This design comes from an exercise in tuning for small area on the open sky130 flow, not from production work. Only simulation tests tie the RTL to the original design; equivalence was not proved. Power figures rest on the tool's default switching activity, not on a simulated workload.

==> flow/design.v <==
package y86_pkg;
    localparam logic [3:0] IHALT   = 4'h0;
    localparam logic [3:0] INOP    = 4'h1;
    localparam logic [3:0] IRRMOVQ = 4'h2;
    localparam logic [3:0] IIRMOVQ = 4'h3;
    localparam logic [3:0] IRMMOVQ = 4'h4;
    localparam logic [3:0] IMRMOVQ = 4'h5;
    localparam logic [3:0] IOPQ    = 4'h6;
    localparam logic [3:0] IJXX    = 4'h7;
    localparam logic [3:0] ICALL   = 4'h8;
    localparam logic [3:0] IRET    = 4'h9;
    localparam logic [3:0] IPUSHQ  = 4'hA;
    localparam logic [3:0] IPOPQ   = 4'hB;
    localparam logic [3:0] RNONE = 4'hF;
    localparam logic [3:0] RRSP  = 4'h4;
    typedef enum logic [2:0] {
        SAOK = 3'd1,
        SHLT = 3'd2,
        SADR = 3'd3,
        SINS = 3'd4
    } stat_t;
    typedef enum logic {
        S_RUN  = 1'b0,
        S_STOP = 1'b1
    } state_t;
endpackage
import y86_pkg::*;
module y86_rf_wbit
(
    input  logic i_sel_m,    
    input  logic i_sel_e,    
    input  logic i_wr,       
    input  logic i_m,
    input  logic i_e,
    input  logic i_qn,       
    output logic o_dn        
);
    logic w_keep;
    y86_nor2    u_keep (.i_a(i_wr), .i_b(i_qn), .o_y(w_keep));
    y86_aoi221  u_next (.i_a1(i_sel_m), .i_a2(i_m), .i_b1(i_sel_e), .i_b2(i_e), .i_c(w_keep), .o_y(o_dn));
endmodule
module y86_nor2 (input logic i_a, input logic i_b, output logic o_y);
    assign o_y = !(i_a | i_b);
endmodule
module y86_aoi221
(
    input  logic i_a1, i_a2, i_b1, i_b2, i_c,
    output logic o_y
);
    assign o_y = !((i_a1 & i_a2) | (i_b1 & i_b2) | i_c);
endmodule
module y86_rf_rbit
(
    input  logic [14:0] i_sel_n,
    input  logic [14:0] i_dn,
    output logic        o_q
);
    assign o_q = !(&(i_sel_n | i_dn));
endmodule
module y86_regfile
(
    input  logic        clk,
    input  logic        rst,
    input  logic        i_we,
    input  logic [3:0]  i_dst_e,
    input  logic [3:0]  i_dst_m,
    input  logic [63:0] i_val_e,
    input  logic [63:0] i_val_m,
    input  logic [3:0]  i_src_a,
    input  logic [3:0]  i_src_b,
    output logic [63:0] o_val_a,
    output logic [63:0] o_val_b
);
    logic [63:0] r_regs_n [15];
    logic [63:0] w_next_n [15];
    logic [14:0] w_sel_m, w_sel_e, w_wr, w_rd_a_n, w_rd_b_n;
    generate
        for (genvar gi = 0; gi < 15; gi++) begin : g_reg
            assign w_sel_m[gi]  = !rst && i_we && (i_dst_m == 4'(gi));
            assign w_sel_e[gi]  = !rst && i_we && (i_dst_e == 4'(gi)) && (i_dst_m != 4'(gi));
            assign w_wr[gi]     = rst || (i_we && (i_dst_m == 4'(gi) || i_dst_e == 4'(gi)));
            assign w_rd_a_n[gi] = (i_src_a != 4'(gi));
            assign w_rd_b_n[gi] = (i_src_b != 4'(gi));
            for (genvar gb = 0; gb < 64; gb++) begin : g_bit
                y86_rf_wbit u_wbit (
                    .i_sel_m (w_sel_m[gi]),
                    .i_sel_e (w_sel_e[gi]),
                    .i_wr    (w_wr[gi]),
                    .i_m     (i_val_m[gb]),
                    .i_e     (i_val_e[gb]),
                    .i_qn    (r_regs_n[gi][gb]),
                    .o_dn    (w_next_n[gi][gb])
                );
            end
            always_ff @(posedge clk) r_regs_n[gi] <= w_next_n[gi];
        end
        for (genvar gb = 0; gb < 64; gb++) begin : g_rd
            logic [14:0] w_col_n;
            for (genvar gi = 0; gi < 15; gi++) begin : g_col
                assign w_col_n[gi] = r_regs_n[gi][gb];
            end
            y86_rf_rbit u_rd_a (.i_sel_n(w_rd_a_n), .i_dn(w_col_n), .o_q(o_val_a[gb]));
            y86_rf_rbit u_rd_b (.i_sel_n(w_rd_b_n), .i_dn(w_col_n), .o_q(o_val_b[gb]));
        end
    endgenerate
endmodule
import y86_pkg::*;
module y86_sat_inc
(
    input  logic         i_rst,
    input  logic         i_inc,
    input  logic [15:0]  i_q,
    output logic [15:0]  o_d
);
    localparam int W = 16;
    logic [W:0] w_carry;
    assign w_carry[0] = i_inc && !(&i_q);
    for (genvar gb = 0; gb < W; gb++) begin : g_bit
        assign w_carry[gb+1] = w_carry[gb] & i_q[gb];
        assign o_d[gb]       = !i_rst & (i_q[gb] ^ w_carry[gb]);
    end
endmodule
module y86_pc_bit
(
    input  logic i_sel_c,
    input  logic i_sel_m,
    input  logic i_sel_p,
    input  logic i_hold,
    input  logic i_c,
    input  logic i_m,
    input  logic i_p,
    input  logic i_q,
    output logic o_d
);
    assign o_d = (i_sel_c & i_c) | (i_sel_m & i_m) | (i_sel_p & i_p) | (i_hold & i_q);
endmodule
module writeback_pc_update
#(
    parameter logic [63:0] RESET_PC = 64'd0,
    parameter int          CNT_W    = 16
) (
    input  logic                 clk,
    input  logic                 rst,
    input  logic                 en,
    input  logic [3:0]           icode,
    input  logic                 cnd,
    input  logic                 instr_valid,
    input  logic                 imem_error,
    input  logic                 dmem_error,
    input  logic [3:0]           dstE,
    input  logic [3:0]           dstM,
    input  logic [63:0]          valE,
    input  logic [63:0]          valM,
    input  logic [63:0]          valC,
    input  logic [63:0]          valP,
    input  logic [3:0]           srcA,
    input  logic [3:0]           srcB,
    output logic [63:0]          valA,
    output logic [63:0]          valB,
    output logic [63:0]          pc,
    output logic [2:0]           stat,
    output logic                 halted,
    output logic [CNT_W-1:0]     cycle_count,
    output logic [CNT_W-1:0]     retire_count
);
    function automatic logic [2:0] classify(input logic imem_err, input logic dmem_err,
                                       input logic instr_valid, input logic [3:0] icode);
        if (imem_err || dmem_err)  classify = SADR;
        else if (!instr_valid)     classify = SINS;
        else if (icode == IHALT)   classify = SHLT;
        else                       classify = SAOK;
    endfunction
    logic [1:0]       r_stat;
    logic             w_halted;
    logic [63:0]      r_pc;
    logic [CNT_W-1:0] r_cycle, r_retire;
    logic [2:0]       w_new_stat;
    logic             w_step, w_aok, w_we;
    logic             w_sel_c, w_sel_m, w_sel_p, w_sel_hold;
    assign w_new_stat = classify(imem_error, dmem_error, instr_valid, icode);
    assign w_halted   = r_stat[1] || !r_stat[0];
    assign w_step     = en && !w_halted;
    assign w_aok      = (w_new_stat == SAOK);
    assign w_we       = w_step && w_aok;
    assign w_sel_c    = !rst && w_we && (icode == ICALL || (icode == IJXX && cnd));
    assign w_sel_m    = !rst && w_we && (icode == IRET);
    assign w_sel_p    = !rst && w_we && !(icode == ICALL || (icode == IJXX && cnd)) && (icode != IRET);
    assign w_sel_hold = !rst && !w_we;
    logic [63:0] w_pc_next;
    for (genvar gb = 0; gb < 64; gb++) begin : g_pc
        y86_pc_bit u_pc_bit (
            .i_sel_c (w_sel_c), .i_sel_m (w_sel_m), .i_sel_p (w_sel_p), .i_hold (w_sel_hold),
            .i_c (valC[gb]), .i_m (valM[gb]), .i_p (valP[gb]), .i_q (r_pc[gb]),
            .o_d (w_pc_next[gb])
        );
    end
    always_ff @(posedge clk) begin
        r_pc <= w_pc_next;
        if (rst) begin
            r_stat   <= 2'b01;    
        end else if (w_step && !w_aok) begin
            r_stat  <= w_new_stat[1:0];
        end
    end
    logic [CNT_W-1:0] w_cycle_next, w_retire_next;
    y86_sat_inc u_cycle_inc (
        .i_rst (rst), .i_inc (w_step), .i_q (r_cycle), .o_d (w_cycle_next)
    );
    y86_sat_inc u_retire_inc (
        .i_rst (rst), .i_inc (w_we), .i_q (r_retire), .o_d (w_retire_next)
    );
    always_ff @(posedge clk) begin
        r_cycle  <= w_cycle_next;
        r_retire <= w_retire_next;
    end
    y86_regfile u_regfile (
        .clk     (clk),
        .rst     (rst),
        .i_we    (w_we),
        .i_dst_e (dstE),
        .i_dst_m (dstM),
        .i_val_e (valE),
        .i_val_m (valM),
        .i_src_a (srcA),
        .i_src_b (srcB),
        .o_val_a (valA),
        .o_val_b (valB)
    );
    assign pc           = r_pc;
    assign stat         = {!r_stat[1] && !r_stat[0], r_stat};
    assign halted       = w_halted;
    assign cycle_count  = r_cycle;
    assign retire_count = r_retire;
endmodule
Settings: LEC_CHECK=0, CAP_MARGIN=20, CORE_MARGIN=2, CORE_UTILIZATION=55, PLACE_DENSITY=0.65, SLEW_MARGIN=20, SYNTH_HIERARCHICAL=1; clock period 8.0 ns.
standard.sh (not shown) runs the stock make flow with config.mk's settings and CLKGATE_MAP_FILE= SYNTH_SCRIPT=/design/flow/synth_recipe.tcl, a recipe that flattens the netlist after the stock synthesis.
==> flow/flow/run.sh <==
#!/bin/bash
# Standard ORFS layout with three changes:
#  - after synthesis, every combinational cell is swapped to the smallest
#    cell of the same function (flow/downsize.tcl); placement's repair
#    then sizes up or buffers what needs more drive,
#  - ports are buffered with buf_1 instead of the default buffer cell,
#  - CTS inserts no dummy loads and clusters up to 24 sinks per leaf buffer.
set -e
cp standard.sh standard_sh_copy.log
export BUFFER_PORTS_ARGS="-buffer_cell sky130_fd_sc_hd__buf_1"
export CTS_ARGS="-sink_clustering_enable -repair_clock_nets -dont_use_dummy_load -buf_list sky130_fd_sc_hd__clkbuf_16 -sink_clustering_size 24 -sink_clustering_max_diameter 80"
bash standard.sh synth > standard_synth.log 2>&1
openroad -no_init -exit flow/downsize.tcl > downsize.log 2>&1
bash standard.sh finish > standard_finish.log 2>&1
==> flow/flow/downsize.tcl <==
# Swap every combinational cell of the synthesized netlist to the smallest
# cell of the same function (same name but for the drive-strength suffix).
# Flip-flops, latches, tie, tap and fill cells are left alone. Placement's
# repair_design later resizes or buffers whatever needs more drive.
set f orfs/results/sky130hd/writeback_pc_update/base/1_synth.odb
read_db $f
set db [ord::get_db]
set block [ord::get_db_block]
foreach lib [$db getLibs] {
  foreach m [$lib getMasters] {
    if {[regexp {^(sky130_fd_sc_hd__.+)_([0-9]+)$} [$m getName] -> base sz]} {
      lappend var($base) $m
    }
  }
}
set count 0
foreach inst [$block getInsts] {
  set m [$inst getMaster]
  set n [$m getName]
  if {![regexp {^(sky130_fd_sc_hd__.+)_([0-9]+)$} $n -> base sz]} { continue }
  if {[regexp {__(df|edf|sdf|sedf|dl|conb|tap|fill|decap|diode|lpflow|probe)} $n]} { continue }
  set best $m
  foreach c $var($base) {
    if {[$c getWidth] < [$best getWidth]} { set best $c }
  }
  if {$best ne $m} {
    puts "swap [$inst getName] $n -> [$best getName]"
    $inst swapMaster $best
    incr count
  }
}
puts "downsized $count instances"
write_db $f
Then changed:
--- a/flow/design.v
+++ b/flow/design.v
@@ -104,23 +104,8 @@
         end
     endgenerate
 endmodule
 import y86_pkg::*;
-module y86_sat_inc
-(
-    input  logic         i_rst,
-    input  logic         i_inc,
-    input  logic [15:0]  i_q,
-    output logic [15:0]  o_d
-);
-    localparam int W = 16;
-    logic [W:0] w_carry;
-    assign w_carry[0] = i_inc && !(&i_q);
-    for (genvar gb = 0; gb < W; gb++) begin : g_bit
-        assign w_carry[gb+1] = w_carry[gb] & i_q[gb];
-        assign o_d[gb]       = !i_rst & (i_q[gb] ^ w_carry[gb]);
-    end
-endmodule
 module y86_pc_bit
 (
     input  logic i_sel_c,
     input  logic i_sel_m,
@@ -169,18 +154,17 @@
         else if (!instr_valid)     classify = SINS;
         else if (icode == IHALT)   classify = SHLT;
         else                       classify = SAOK;
     endfunction
-    logic [1:0]       r_stat;
-    logic             w_halted;
+    logic             r_state;
+    logic [2:0]       r_stat;
     logic [63:0]      r_pc;
     logic [CNT_W-1:0] r_cycle, r_retire;
     logic [2:0]       w_new_stat;
     logic             w_step, w_aok, w_we;
     logic             w_sel_c, w_sel_m, w_sel_p, w_sel_hold;
     assign w_new_stat = classify(imem_error, dmem_error, instr_valid, icode);
-    assign w_halted   = r_stat[1] || !r_stat[0];
-    assign w_step     = en && !w_halted;
+    assign w_step     = en && (r_state == S_RUN);
     assign w_aok      = (w_new_stat == SAOK);
     assign w_we       = w_step && w_aok;
     assign w_sel_c    = !rst && w_we && (icode == ICALL || (icode == IJXX && cnd));
     assign w_sel_m    = !rst && w_we && (icode == IRET);
@@ -196,23 +180,23 @@
     end
     always_ff @(posedge clk) begin
         r_pc <= w_pc_next;
         if (rst) begin
-            r_stat   <= 2'b01;    
-        end else if (w_step && !w_aok) begin
-            r_stat  <= w_new_stat[1:0];
+            r_state  <= S_RUN;
+            r_stat   <= SAOK;
+            r_cycle  <= '0;
+            r_retire <= '0;
+        end else if (w_step) begin
+            if (r_cycle != '1)
+                r_cycle <= r_cycle + 1'b1;
+            if (w_aok) begin
+                if (r_retire != '1)
+                    r_retire <= r_retire + 1'b1;
+            end else begin
+                r_stat  <= w_new_stat;
+                r_state <= S_STOP;
+            end
         end
-    end
-    logic [CNT_W-1:0] w_cycle_next, w_retire_next;
-    y86_sat_inc u_cycle_inc (
-        .i_rst (rst), .i_inc (w_step), .i_q (r_cycle), .o_d (w_cycle_next)
-    );
-    y86_sat_inc u_retire_inc (
-        .i_rst (rst), .i_inc (w_we), .i_q (r_retire), .o_d (w_retire_next)
-    );
-    always_ff @(posedge clk) begin
-        r_cycle  <= w_cycle_next;
-        r_retire <= w_retire_next;
     end
     y86_regfile u_regfile (
         .clk     (clk),
         .rst     (rst),
@@ -226,9 +210,9 @@
         .o_val_a (valA),
         .o_val_b (valB)
     );
     assign pc           = r_pc;
-    assign stat         = {!r_stat[1] && !r_stat[0], r_stat};
-    assign halted       = w_halted;
+    assign stat         = r_stat;
+    assign halted       = (r_state == S_STOP);
     assign cycle_count  = r_cycle;
     assign retire_count = r_retire;
 endmodule
What happened: The new run finished clean. Synthesized cell count rose by about 2%. Via count rose by 1.7%. Worst setup slack gets better by 0.051 ns. Die area rose by about 0.8%. Clock skew rose by 0.035 ns. Critical path depth fell by 1. Combinational power hardly moves.

==> afterwards: timing with drivers on the ports <==
How much do the figures lean on ideal ports? The routed layouts below were timed once more, with nothing changed but the port constraints.
Step 1: set_driving_cell puts a clkbuf_16 on clk and a buf_2 on each other input, an assumption about the parent block.
Step 2 adds t to the input delays and takes it off the output delays; t is the mean of the earliest and latest rising clock arrival at the registers after step 1. Input paths then give back, and output paths get back, about the clock's delay inside the block.
a / b / c = ideal / step 1 / step 2; a / b = the first two.
run | shift t [ns] | setup slack, ns | worst register clock-pin slew, ns
the first run | 0.730 | 1.453 / 1.420 / 1.420 | 0.10 / 0.10
the second run | 0.714 | 1.505 / 1.364 / 1.364 | 0.11 / 0.11
After both steps every run listed still meets setup and hold. For the second run, which loses most, drivers alone change the setup slack by -0.141 ns; drivers and shift together by -0.141 ns.
